From an optimization exercise on the open Yosys and OpenROAD flow, aimed at small area; shortcuts taken in it are not production practice. The RTL was checked by simulation tests, not by an equivalence proof against the original design. Power figures rest on the tool's default switching activity, not on a simulated workload.

--- design/flow/run.sh ---
#!/bin/bash
# synth_recipe.tcl (not shown) runs the flow's synth.tcl, then flattens the netlist and writes it again
# the make line also repeats each setting of config.mk as NAME=value (left out here)
make -C /OpenROAD-flow-scripts/flow DESIGN_CONFIG=/design/flow/config.mk WORK_HOME=/design/flow/orfs CLKGATE_MAP_FILE= SYNTH_SCRIPT=/design/flow/synth_recipe.tcl finish
--- design/flow/constraint.sdc ---
create_clock -name core_clock -period 12.0 [get_ports {CLK}]
set_input_delay 2.4000 -clock core_clock [delete_from_list [all_inputs] [get_ports {CLK}]]
set_output_delay 2.4000 -clock core_clock [all_outputs]
set_load 0.01 [all_outputs]
--- design/flow/config.mk ---
export PLATFORM = sky130hd
export DESIGN_NAME = laser_top
export DESIGN_NICKNAME = laser_top
export VERILOG_FILES = /design/flow/design.v
export SDC_FILE = /design/flow/constraint.sdc
export NUM_CORES = 4
export LEC_CHECK = 0
export CAP_MARGIN = 20
export CORE_MARGIN = 2
export CORE_UTILIZATION = 40
export SLEW_MARGIN = 20
--- design/flow/design.v ---
`default_nettype none
package laser_pkg;
    localparam int COORD_W = 4;
    localparam int GRID_SIZE = 16;
    localparam int NUM_POINTS = 40;
    localparam int NUM_CAND = GRID_SIZE * GRID_SIZE;
    localparam int CAND_W = 8;
    localparam int RADIUS_SQ = 16;
    localparam int CNT_W = 6;
    localparam int DRAIN_LEN = 2;
    typedef logic [COORD_W-1:0] coord_t;
    typedef logic [CNT_W-1:0] count_t;
    typedef enum logic [2:0] {
        ST_LOAD,
        ST_PASS1,
        ST_DRAIN1,
        ST_PASS2,
        ST_DRAIN2,
        ST_DONE
    } laser_state_e;
endpackage
`default_nettype wire
`timescale 1ns/100ps
`default_nettype none
import laser_pkg::*;
module point_store
(
    input  logic        CLK,
    input  logic        RST,
    input  logic        wr_en,
    input  logic [5:0]  wr_idx,
    input  laser_pkg::coord_t      wr_x,
    input  laser_pkg::coord_t      wr_y,
    output logic [laser_pkg::NUM_POINTS-1:0][laser_pkg::COORD_W-1:0] pts_x,
    output logic [laser_pkg::NUM_POINTS-1:0][laser_pkg::COORD_W-1:0] pts_y
);
    logic [NUM_POINTS-1:0][COORD_W-1:0] mem_x;
    logic [NUM_POINTS-1:0][COORD_W-1:0] mem_y;
    always_ff @(posedge CLK or posedge RST)
    begin
        if (RST)
        begin
            for (int i = 0; i < NUM_POINTS; i++)
            begin
                mem_x[i] <= '0;
                mem_y[i] <= '0;
            end
        end
        else if (wr_en)
        begin
            mem_x[wr_idx] <= wr_x;
            mem_y[wr_idx] <= wr_y;
        end
    end
    always_comb
    begin
        for (int i = 0; i < NUM_POINTS; i++)
        begin
            pts_x[i] = mem_x[i];
            pts_y[i] = mem_y[i];
        end
    end
endmodule
`default_nettype wire
`timescale 1ns/100ps
`default_nettype none
import laser_pkg::*;
module coverage_counter
(
    input  logic    CLK,
    input  logic    RST,
    input  logic [laser_pkg::NUM_POINTS-1:0][laser_pkg::COORD_W-1:0] pts_x,
    input  logic [laser_pkg::NUM_POINTS-1:0][laser_pkg::COORD_W-1:0] pts_y,
    input  laser_pkg::coord_t  cand_x,
    input  laser_pkg::coord_t  cand_y,
    input  logic    cand_valid,
    input  logic    cand_last,
    input  logic    second_pass,
    input  laser_pkg::coord_t  c1_x,
    input  laser_pkg::coord_t  c1_y,
    output laser_pkg::count_t  cnt,
    output laser_pkg::coord_t  cnt_x,
    output laser_pkg::coord_t  cnt_y,
    output logic    cnt_valid,
    output logic    cnt_last
);
    logic [NUM_POINTS-1:0] hit;
    laser_pkg::count_t                hit_sum;
    function automatic logic within_radius(laser_pkg::coord_t ax, laser_pkg::coord_t ay, laser_pkg::coord_t bx, laser_pkg::coord_t by);
        laser_pkg::coord_t              dx;
        laser_pkg::coord_t              dy;
        logic [2*COORD_W:0]  dist_sq;
        dx      = (ax > bx) ? ax - bx : bx - ax;
        dy      = (ay > by) ? ay - by : by - ay;
        dist_sq = dx * dx + dy * dy;
        within_radius = (dist_sq <= RADIUS_SQ);
    endfunction
    always_comb
    begin
        for (int i = 0; i < NUM_POINTS; i++)
        begin
            hit[i] = within_radius(pts_x[i], pts_y[i], cand_x, cand_y) &&
                     !(second_pass && within_radius(pts_x[i], pts_y[i], c1_x, c1_y));
        end
    end
    always_comb
    begin
        hit_sum = '0;
        for (int i = 0; i < NUM_POINTS; i++)
        begin
            hit_sum = hit_sum + CNT_W'(hit[i]);
        end
    end
    always_ff @(posedge CLK or posedge RST)
    begin
        if (RST)
        begin
            cnt_valid <= 1'b0;
            cnt_last  <= 1'b0;
        end
        else
        begin
            cnt_valid <= cand_valid;
            cnt_last  <= cand_valid && cand_last;
        end
    end
    always_ff @(posedge CLK)
    begin
        if (cand_valid)
        begin
            cnt   <= hit_sum;
            cnt_x <= cand_x;
            cnt_y <= cand_y;
        end
    end
endmodule
`default_nettype wire
`timescale 1ns/100ps
`default_nettype none
import laser_pkg::*;
module best_center_tracker
(
    input  logic    CLK,
    input  logic    RST,
    input  laser_pkg::count_t  cnt,
    input  laser_pkg::coord_t  cnt_x,
    input  laser_pkg::coord_t  cnt_y,
    input  logic    cnt_valid,
    input  logic    cnt_last,
    input  logic    second_pass,
    output laser_pkg::coord_t  c1_x,
    output laser_pkg::coord_t  c1_y,
    output laser_pkg::coord_t  c2_x,
    output laser_pkg::coord_t  c2_y
);
    logic    in_pass;
    logic    take;
    laser_pkg::count_t  best_cnt;
    laser_pkg::coord_t  best_x;
    laser_pkg::coord_t  best_y;
    laser_pkg::coord_t  win_x;
    laser_pkg::coord_t  win_y;
    assign take  = !in_pass || (cnt > best_cnt);
    assign win_x = take ? cnt_x : best_x;
    assign win_y = take ? cnt_y : best_y;
    always_ff @(posedge CLK)
    begin
        if (cnt_valid && take)
        begin
            best_cnt <= cnt;
            best_x   <= cnt_x;
            best_y   <= cnt_y;
        end
    end
    always_ff @(posedge CLK or posedge RST)
    begin
        if (RST)
        begin
            in_pass <= 1'b0;
            c1_x    <= '0;
            c1_y    <= '0;
            c2_x    <= '0;
            c2_y    <= '0;
        end
        else if (cnt_valid)
        begin
            in_pass <= !cnt_last;
            if (cnt_last && !second_pass)
            begin
                c1_x <= win_x;
                c1_y <= win_y;
            end
            else if (cnt_last)
            begin
                c2_x <= win_x;
                c2_y <= win_y;
            end
        end
    end
endmodule
`default_nettype wire
`timescale 1ns/100ps
`default_nettype none
import laser_pkg::*;
module laser_ctrl
(
    input  logic        CLK,
    input  logic        RST,
    input  laser_pkg::coord_t      c1_x,
    input  laser_pkg::coord_t      c1_y,
    input  laser_pkg::coord_t      c2_x,
    input  laser_pkg::coord_t      c2_y,
    output logic        wr_en,
    output logic [5:0]  wr_idx,
    output laser_pkg::coord_t      cand_x,
    output laser_pkg::coord_t      cand_y,
    output logic        cand_valid,
    output logic        cand_last,
    output logic        second_pass,
    output laser_pkg::coord_t      c1x,
    output laser_pkg::coord_t      c1y,
    output laser_pkg::coord_t      c2x,
    output laser_pkg::coord_t      c2y,
    output logic        done
);
    laser_pkg::laser_state_e       state;
    laser_pkg::laser_state_e       state_nxt;
    logic [CAND_W-1:0]  step;
    logic               step_end;
    always_comb
    begin
        case (state)
            ST_LOAD:             step_end = (step == CAND_W'(NUM_POINTS - 1));
            ST_PASS1, ST_PASS2:  step_end = (step == CAND_W'(NUM_CAND - 1));
            ST_DRAIN1, ST_DRAIN2: step_end = (step == CAND_W'(DRAIN_LEN - 1));
            default:             step_end = 1'b1;
        endcase
    end
    always_comb
    begin
        state_nxt = state;
        if (step_end)
        begin
            case (state)
                ST_LOAD:   state_nxt = ST_PASS1;
                ST_PASS1:  state_nxt = ST_DRAIN1;
                ST_DRAIN1: state_nxt = ST_PASS2;
                ST_PASS2:  state_nxt = ST_DRAIN2;
                ST_DRAIN2: state_nxt = ST_DONE;
                default:   state_nxt = ST_LOAD;
            endcase
        end
    end
    always_ff @(posedge CLK or posedge RST)
    begin
        if (RST)
        begin
            state <= ST_LOAD;
            step  <= '0;
        end
        else
        begin
            state <= state_nxt;
            step  <= step_end ? '0 : step + 1'b1;
        end
    end
    assign wr_en       = (state == ST_LOAD);
    assign wr_idx      = step[5:0];
    assign cand_x      = step[COORD_W-1:0];
    assign cand_y      = step[CAND_W-1:COORD_W];
    assign cand_valid  = (state == ST_PASS1) || (state == ST_PASS2);
    assign cand_last   = cand_valid && (step == CAND_W'(NUM_CAND - 1));
    assign second_pass = (state == ST_PASS2) || (state == ST_DRAIN2);
    always_ff @(posedge CLK or posedge RST)
    begin
        if (RST)
        begin
            done <= 1'b0;
            c1x  <= '0;
            c1y  <= '0;
            c2x  <= '0;
            c2y  <= '0;
        end
        else
        begin
            done <= (state == ST_DONE);
            c1x  <= (state == ST_DONE) ? c1_x : '0;
            c1y  <= (state == ST_DONE) ? c1_y : '0;
            c2x  <= (state == ST_DONE) ? c2_x : '0;
            c2y  <= (state == ST_DONE) ? c2_y : '0;
        end
    end
endmodule
`default_nettype wire
`timescale 1ns/100ps
`default_nettype none
import laser_pkg::*;
module laser_top
(
    input  logic    CLK,
    input  logic    RST,
    input  laser_pkg::coord_t  x,
    input  laser_pkg::coord_t  y,
    output laser_pkg::coord_t  c1x,
    output laser_pkg::coord_t  c1y,
    output laser_pkg::coord_t  c2x,
    output laser_pkg::coord_t  c2y,
    output logic    done
);
    logic        wr_en;
    logic [5:0]  wr_idx;
    logic [NUM_POINTS-1:0][COORD_W-1:0] pts_x;
    logic [NUM_POINTS-1:0][COORD_W-1:0] pts_y;
    laser_pkg::coord_t      cand_x;
    laser_pkg::coord_t      cand_y;
    logic        cand_valid;
    logic        cand_last;
    logic        second_pass;
    laser_pkg::count_t      cnt;
    laser_pkg::coord_t      cnt_x;
    laser_pkg::coord_t      cnt_y;
    logic        cnt_valid;
    logic        cnt_last;
    laser_pkg::coord_t      c1_x;
    laser_pkg::coord_t      c1_y;
    laser_pkg::coord_t      c2_x;
    laser_pkg::coord_t      c2_y;
    point_store u_store (
        .CLK, .RST, .wr_en, .wr_idx,
        .wr_x (x),
        .wr_y (y),
        .pts_x, .pts_y
    );
    coverage_counter u_counter (
        .CLK, .RST, .pts_x, .pts_y,
        .cand_x, .cand_y, .cand_valid, .cand_last, .second_pass,
        .c1_x, .c1_y,
        .cnt, .cnt_x, .cnt_y, .cnt_valid, .cnt_last
    );
    best_center_tracker u_tracker (
        .CLK, .RST, .cnt, .cnt_x, .cnt_y, .cnt_valid, .cnt_last, .second_pass,
        .c1_x, .c1_y, .c2_x, .c2_y
    );
    laser_ctrl u_ctrl (
        .CLK, .RST, .c1_x, .c1_y, .c2_x, .c2_y,
        .wr_en, .wr_idx, .cand_x, .cand_y, .cand_valid, .cand_last, .second_pass,
        .c1x, .c1y, .c2x, .c2y, .done
    );
endmodule
`default_nettype wire
==> metrics.csv <==
stage,metric,value,unit
outcome,status,finished clean,
yosys,Post-Syn Nets,16188,
cts,"Clk Latency, worst-skew pair",0.71,ns
routing,routed wire length,316000,microns
setup_path,CP Launch Type,register,
setup_path,WP data arrival,11.27,ns
routing,Iter 0 DRT Violations,6070,
routing,DR vias,93780,
timing,"Worst Setup Slack, final",1.19,ns
yosys,Main synth FF type,dfrtp_1,
power,Cell Int Power,5.07,mW
cts,clock tree buffer depth,3,
grt,GRT Total Usage,21.7,%
yosys,"Async S/R FF share, synth",92.9,%
grt,vias in the first global route,90135,
setup_path,CP endpoint kind,register,
routing,per-cell routed wire length,18.7,microns
cts,Sink Count,395,
layout,Layout Cells excl Fill,16906,
setup_path,Critical Path Most Common Cell,fa_1,
timing,max_slew headroom,23.9,%
placement,DP HPWL,235000,microns
setup_path,Worst R2R Path Depth,35,
yosys,YS warnings,4,
routing,Initial DRT Pass Iterations,6,
setup_path,Worst EP required,12.46,ns
timing,"Setup violations, final",0,
layout,Final #Nets,15843,
yosys,mapped cell area,0.112,sq mm
placement,"Cell Area, Placed",0.116,sq mm
timing,Fmax,0.0925,GHz
yosys,top post-synthesis cells by area,"ha_1 (24%), fa_1 (11%), mux2i_1 (8.7%), dfrtp_1 (8.2%), mux2_2 (6.6%)",
yosys,Cells after Synth,13486,
placement,Placed Cells,16813,
layout,area grow syn2layout,5.56,%
yosys,Cell variety after synth,68,
grt,total grt overflow,0,
power,maximum vdd ir drop,0.160,mV
timing,min Tclk post-route,10.81,ns
timing,Final Cycle Share,90.1,%
power,pwr dens,79.5,mW/mm^2
timing,worst slew pin tran,1.14,ns
yosys,post-synth top area share,23.5,%
setup_path,CP peak stage delay,0.79,ns
power,sw power,4.31,mW
worst_hold_path,Hold Path Cell Cnt,0,
yosys,#FFs+latches synth,395,
cts,Worst-path clk slew,0.07,ns
timing,Setup Skew,0.0380,ns
setup_path,worst setup path class,register to register,
cts,CTS H-Tree Depth,2,
floorplan,I/O Pins,27,
floorplan,Initial Util,40.1,%
power,leakage power,58.2,nW
layout,layout cells sized above 1,8.90,%
placement,Placer Congestion,0.883,
cts,CTS tree,yes,
layout,most frequent cells in the layout,"ha_1 (2099), inv_1 (1642), a21oi_1 (1389)",
timing,RSZ-0062 raised after global routing,false,
cts,TritonCTS Buffers,50,
routing,post-DR vias/cell,5.55,
worst_hold_path,Hold WC Path Type,register to register,
power,Sw Share,46.0,%
power,clock group share of total power,18.2,%
timing,Final Hold Fails,0,
yosys,"EDFF count, synth",28,
cts,Root Buffer,clkbuf_16,
placement,PortBufs,26,
layout,finished layout cell area,0.118,sq mm
placement,Place WS,1.30,ns
grt,first-pass GRT wire length,498000,microns
routing,Routed Antenna Nets,0,
routing,DRC,0,
grt,pin count of the biggest net entering global routing,137,
run,Max Cap Viol,0,
grt,initial antenna violation count,15,
floorplan,Die Footprint,0.284,sq mm
timing,Max Slew Vio Count,0,
power,Gate power share,65.5,%
power,share of power burned in registers,16.4,%
yosys,Yosys top cell by area,ha_1,
setup_path,Slowest cell on crit path,dfrtp_4,
layout,"commonest non-fill, non-tap cell in the layout",ha_1,
yosys,sequential area share after synthesis,8.96,%
cts,CTS Hold Bufs,0,
yosys,"Avg Cell Area, Syn",8.29,sq um
cts,CTS resizes,0,
cts,Post-CTS Repair Setup Buffers,0,
floorplan,Die Wd,533,microns
setup_path,crit-path max FO,25,
floorplan,CORE AREA,0.279,sq mm
floorplan,site row count,194,
floorplan,Die Y,533,microns
-- critical path, delay by kind of cell, from the launching register on --
family          cells  cell delay, ns
compound gates      5            0.63
fa+ha+maj          13            5.67
xor+xnor            2            0.30
buf+inv             8            1.20
mux                 2            0.47
flops               1            0.79
simple gates        5            1.42
-- power groups by stage --
stage	Clock (mW)	Sequential, mW	Combinational, mW
after floorplan	0	1.53	4.86
after global placement	0	1.56	6.07
after detailed placement	0	1.56	6.11
after CTS	1.74	1.53	6.15
after global routing	1.79	1.55	7.02
final	1.70	1.53	6.14
-- flip-flops by register name, summed over array words and instances, names as in the netlist, 3 cells and up --
register            cells
u_ctrl.c2x              4
u_tracker.best_cnt      6
u_counter.cnt_x         4
u_counter.cnt_y         4
u_tracker.c1_y          4
u_store.mem_x         160
u_tracker.c1_x          4
u_tracker.best_y        4
u_counter.cnt           6
u_ctrl.step             8
u_ctrl.c1y              4
u_tracker.best_x        4
u_tracker.c2_x          4
u_store.mem_y         160
u_ctrl.c2y              4
u_ctrl.state            3
u_ctrl.c1x              4
u_tracker.c2_y          4
-- cells by family (layout without fill, tap and decap cells) --
logic type | count (synthesis) | after routing | synth area share (%)
simple gates | 3551 | 3551 | 16.4
other cells | 0 | 2 | 0
compound gates | 2498 | 2498 | 13.6
flops | 395 | 395 | 8.96
buf+inv | 2184 | 1878 | 7.38
xor+xnor | 533 | 533 | 4.19
mux | 1633 | 1633 | 15.4
fa+ha+maj | 2692 | 2692 | 34.1
-- cell usage after synthesis (45+ instances only) --
library cell,count
o21ai_0,69
a31oi_1,176
nand3b_1,287
and3_1,166
mux2i_1,971
nor3_1,61
nand3_1,198
o31ai_1,160
ha_1,2101
a21oi_1,1407
mux2_2,659
a32oi_1,153
nor2_1,1210
dfrtp_1,367
nand4_1,191
nor3b_1,55
clkbuf_1,481
or2_2,153
and2_1,175
a21o_1,323
inv_1,1660
fa_1,591
nand2b_1,45
xnor2_1,487
nor2b_1,281
nand2_1,530
-- final timing paths --
check                                   startpoint                  end  slack (ns)
worst max-delay path             u_tracker.c1_x[0]     u_counter.cnt[4]        1.19
worst min-delay path            u_counter.cnt_y[0]  u_tracker.best_y[0]        0.45
worst max register to register   u_tracker.c1_x[0]     u_counter.cnt[4]        1.19
worst min register to register  u_counter.cnt_y[0]  u_tracker.best_y[0]        0.45
max in group asynchronous                      RST    u_tracker.c1_y[0]        7.98
min in group asynchronous                      RST    u_store.mem_x[77]        2.51
-- stage by stage --
| step | hold WS [ns] | setup TNS [ns] | power, mW | util (%) |
|---|---|---|---|---|
| detailed placement | 0.436 | 0 | 7.67 | 41.7 |
| global route | 0.467 | 0 | 10.4 | 42.4 |
| floorplan | 0.426 | -0.197 | 6.39 | - |
| global placement | 0.435 | 0 | 7.62 | 41.7 |
| finish | 0.454 | 0 | 9.38 | 42.4 |
| CTS | 0.452 | 0 | 9.42 | 42.4 |
-- metal layers --
layer,share of wire (%),up-vias,track usage [%]
li1,-,46343,-
met4,2.7,2,5.64
met3,4.8,389,1.82
met5,0.0022,-,0
met1,47,45012,30.2
met2,45,2034,35.9
-- layout make-up --
cell class                      instances  area [sq um]
Sequential cell                       395         10100
Inverter                             1660          6300
Clock buffer                           62          1380
Antenna cell                            2          5.00
Clock inverter                         29           354
Multi-Input combinational cell      10907         94200
Fill cell                           27991        161000
Tap cell                             3724          4660
Timing Repair Buffer                  127          1140

==> separate check: timing with driven ports <==
How much do the figures lean on ideal ports? The routed layout below was timed once more, with nothing changed but the port constraints.
Step 1 (the two cells are an assumption about what drives the block):
set clk [get_ports {CLK}]
set_driving_cell -lib_cell sky130_fd_sc_hd__clkbuf_16 $clk
set_driving_cell -lib_cell sky130_fd_sc_hd__buf_2 [delete_from_list [all_inputs] $clk]
Step 2 moves the port delays by t, midway between the first and last clock arrival at a register: inputs arrive t later, outputs are due t later. That takes back most of the time a late clock gives input paths.
a / b / c = ideal ports / drivers / drivers and shift; a / b = the first two.
shift t [ns]: 0.776
setup WS [ns]: 1.188 / 1.188 / 1.188
hold slack, ns: 0.454 / 0.454 / 0.454
slew at the worst register clock pin (ns): 0.07 / 0.07
worst data-port slew with drivers (ns): 0.07
After both steps this run still meets setup and hold. For this run, drivers alone change the setup slack by 0.000 ns; drivers and shift together by 0.000 ns.
